This is an optimization exercise on Yosys and OpenROAD, whose aim is small area, a short achievable clock period and few clock cycles per item, not a production implementation.
Only simulation tests tie the RTL to the original design; equivalence was not proved.

v6:
==> flow/design.v (excerpt) <==
module encoder_accelerated_value (
    input  logic                          aclk,
    input  logic                          aresetn,
    input  logic                          cfg_valid,
    output logic                          cfg_ready,
    input  logic [eav_pkg::CFG_IDX_W-1:0] cfg_index,
    input  logic [eav_pkg::DATA_W-1:0]    cfg_data,
    input  logic                          s_tvalid,
    output logic                          s_tready,
    input  logic [eav_pkg::DATA_W-1:0]    s_tdata,   
    input  logic                          s_tuser,   
    output logic                          m_tvalid,
    input  logic                          m_tready,
    output logic [eav_pkg::M_DATA_W-1:0]  m_tdata,   
    output logic                          m_tuser    
);
Settings: LEC_CHECK=0, ABC_AREA=1, CAP_MARGIN=20, CORE_MARGIN=2, CORE_UTILIZATION=40, SETUP_SLACK_MARGIN=4, SLEW_MARGIN=20, TNS_END_PERCENT=10; clock period 10.0 ns.
run.sh (not shown) runs the stock make flow with config.mk's settings and CLKGATE_MAP_FILE= SYNTH_SCRIPT=/design/flow/synth_recipe.tcl, a recipe that flattens the netlist after the stock synthesis.
Testbench counts of v6, summed over its fixed seeds: cycles 6,045, items 4,800.
Relative to v6, the following input files were edited for v7:
--- a/flow/design.v
+++ b/flow/design.v
@@ -166,46 +166,47 @@
     logic         vcf_r;         
     logic [31:0]  vt_r;
     logic         clamped_r;
     logic         mv_r;
     logic         ib_v, ib_t, ib_z;
     logic [32:0]  ib_d;          
     logic         dneg, dovf;    
     logic [1:0]   pc;            
     logic [1:0]   tph;           
     logic [7:0]   rem_r;
     logic [3:0]   cnt_r;
     logic         f_pos, f_tk1, f_gch, f_grow, f_div;
+    logic         f_astep;       
     logic [3:0]   b_one, b_two, b_neg;
     logic         b_top, b_nz;
     logic [7:0]   b_raw;         
     eav_benc u_benc (.b(b_raw), .one(b_one), .two(b_two), .neg(b_neg), .top(b_top), .nz(b_nz));
     logic         min_is_lo, max_is_hi, min_gt_max, max_lt1, ratio_ge2, ratio_z;
     logic [30:0]  maxc;          
     assign min_is_lo = (min_r == LO);
     assign max_is_hi = (max_r == HI);
     eav_csign #(.W(33)) u_mgt (
         .a({max_r[31], max_r}), .b(~{min_r[31], min_r}), .c(33'd0), .cin(1'b1), .sign(min_gt_max)
     );
     assign max_lt1    = max_r[31] || (max_r == 32'd0);
     assign maxc       = max_lt1 ? 31'd1 : max_r[30:0];
     assign ratio_ge2  = (ratio_r[7:1] != 7'd0);
     assign ratio_z    = (ratio_r == 8'd0);
     logic gap_hi_nz;
     assign gap_hi_nz  = (gap_r[15:8] != 8'd0);
     logic [35:0]  mac_x, mac_s, mac_c, v;
     logic [32:0]  mac_a;
     logic         tbig;
     assign tbig  = (step_r[30:8] != '0);
-    assign mac_a = (f_grow || (f_gch && tbig)) ? {2'b00, step_r} : ib_d;
+    assign mac_a = f_astep ? {2'b00, step_r} : ib_d;
     assign mac_x = ({36{f_pos}} & {{4{acc_r[31]}}, acc_r})
                  | ({36{f_gch && pc == 2'd2}} & {3'd0, ib_d[24:0], 8'd0});
     eav_mac #(.W(36)) u_mac (
         .a(mac_a), .one(b_one), .two(b_two), .neg(b_neg), .top(b_top),
         .x(mac_x), .s(mac_s), .c(mac_c)
     );
     eav_padd #(.W(36)) u_vsum (.a(mac_s), .b(mac_c), .cin(1'b0), .sum(v));
     logic [31:0] vc, moved;
     logic [32:0] dvc;
     assign vc = acc_r | {32{vcf_r}};
     eav_padd #(.W(33)) u_dvc (.a({vc[31], vc}), .b(~{vt_r[31], vt_r}), .cin(1'b1), .sum(dvc));
     logic [31:0] dlo;            
@@ -433,44 +434,47 @@
             vcf_r     <= 1'b1;
             vt_r      <= '1;
             clamped_r <= 1'b0;
             mv_r      <= 1'b0;
             ib_v      <= 1'b0;
             tph       <= TK_IDLE;
             pc        <= 2'd0;
             f_pos     <= 1'b0;
             f_tk1     <= 1'b0;
             f_gch     <= 1'b0;
             f_grow    <= 1'b0;
             f_div     <= 1'b0;
+            f_astep   <= 1'b0;
             b_raw     <= 8'd1;
         end else begin
             if (cfg_valid) begin
                 case (cfg_index)
                     2'd0: min_r   <= cfg_data;
                     2'd1: max_r   <= cfg_data;
                     2'd2: ratio_r <= cfg_data[7:0];
                     default: gap_r <= cfg_data[15:0];
                 endcase
             end
             ib_v   <= ib_v_n;
             ib_t   <= ib_t_n;
             pc     <= pc_n;
             tph    <= tph_n;
             step_r <= step_n;
             f_pos  <= ib_v_n && !ib_t_n && (tph_n == TK_IDLE);
             f_tk1  <= ib_v_n &&  ib_t_n && (tph_n == TK_IDLE) && (pc_n == 2'd0);
             f_gch  <= ib_v_n &&  ib_t_n && (tph_n == TK_IDLE) && (pc_n != 2'd0);
             f_grow <= (tph_n == TK_GROW);
             f_div  <= (tph_n == TK_DIV);
+            f_astep <= (tph_n == TK_GROW)
+                    || (ib_v_n && ib_t_n && (tph_n == TK_IDLE) && (pc_n != 2'd0) && tbig);
             b_raw  <= nb_raw;
             if (m_tready)
                 mv_r <= 1'b0;
             if (take && !s_tuser)
                 last_r <= s_tdata;
             if (ib_load) begin
                 ib_z <= new_z;
                 ib_d <= new_d;
                 dneg <= new_d[32];
                 dovf <= 1'b0;
             end
             if (go || tbusy)
[summary]
Changes observed in v7 relative to v6: sequential cell count saw an increase, count of clock-buffer cells in the layout fell 3.8%, register-to-register slack now smaller. Relative to v6, v7 degrades fmax. Going from v6 to v7, the via count was found to have gone down by 615. Of v7 and v6, the run reporting the lower number of non-clock buffers was v7. The detailed-route wire length per cell reported for v7 is greater than that of v6 by 3.0%. Setup WNS v6 -> v7: worse. Compared v7 against v6; die span in y within noise. v6 → v7: buffer count from post-CTS setup fixing climbed about 24%; cell area now sits lower.
Testbench counts of v7, summed over its fixed seeds: cycles 6,045, items 4,800.

-- port drivers added, routing unchanged --
No port has a modelled driver above. Below, the same layouts with a new extraction and two added sets of constraints.
Step 1 (the two cells are an assumption about what drives the block):
set clk [get_ports {aclk}]
set_driving_cell -lib_cell sky130_fd_sc_hd__clkbuf_16 $clk
set_driving_cell -lib_cell sky130_fd_sc_hd__buf_2 [delete_from_list [all_inputs] $clk]
Step 2 times the ports against the registers' clock, not the clock port: input delays grow and output delays shrink by t, the midpoint of the rising clock arrivals with the driver on.
Slacks: ideal ports / drivers / drivers and shift; pairs: ideal ports / drivers.
| run | t, ns | setup slack, ns | worst setup path after step 2 | clock arrival spread, ns |
|---|---|---|---|---|
| v6 | 0.643 | 2.224 / 2.224 / 2.224 | register to register | 0.026 / 0.026 |
| v7 | 0.675 | 2.027 / 2.027 / 2.027 | register to register | 0.041 / 0.042 |
After both steps every run listed still meets setup and hold.
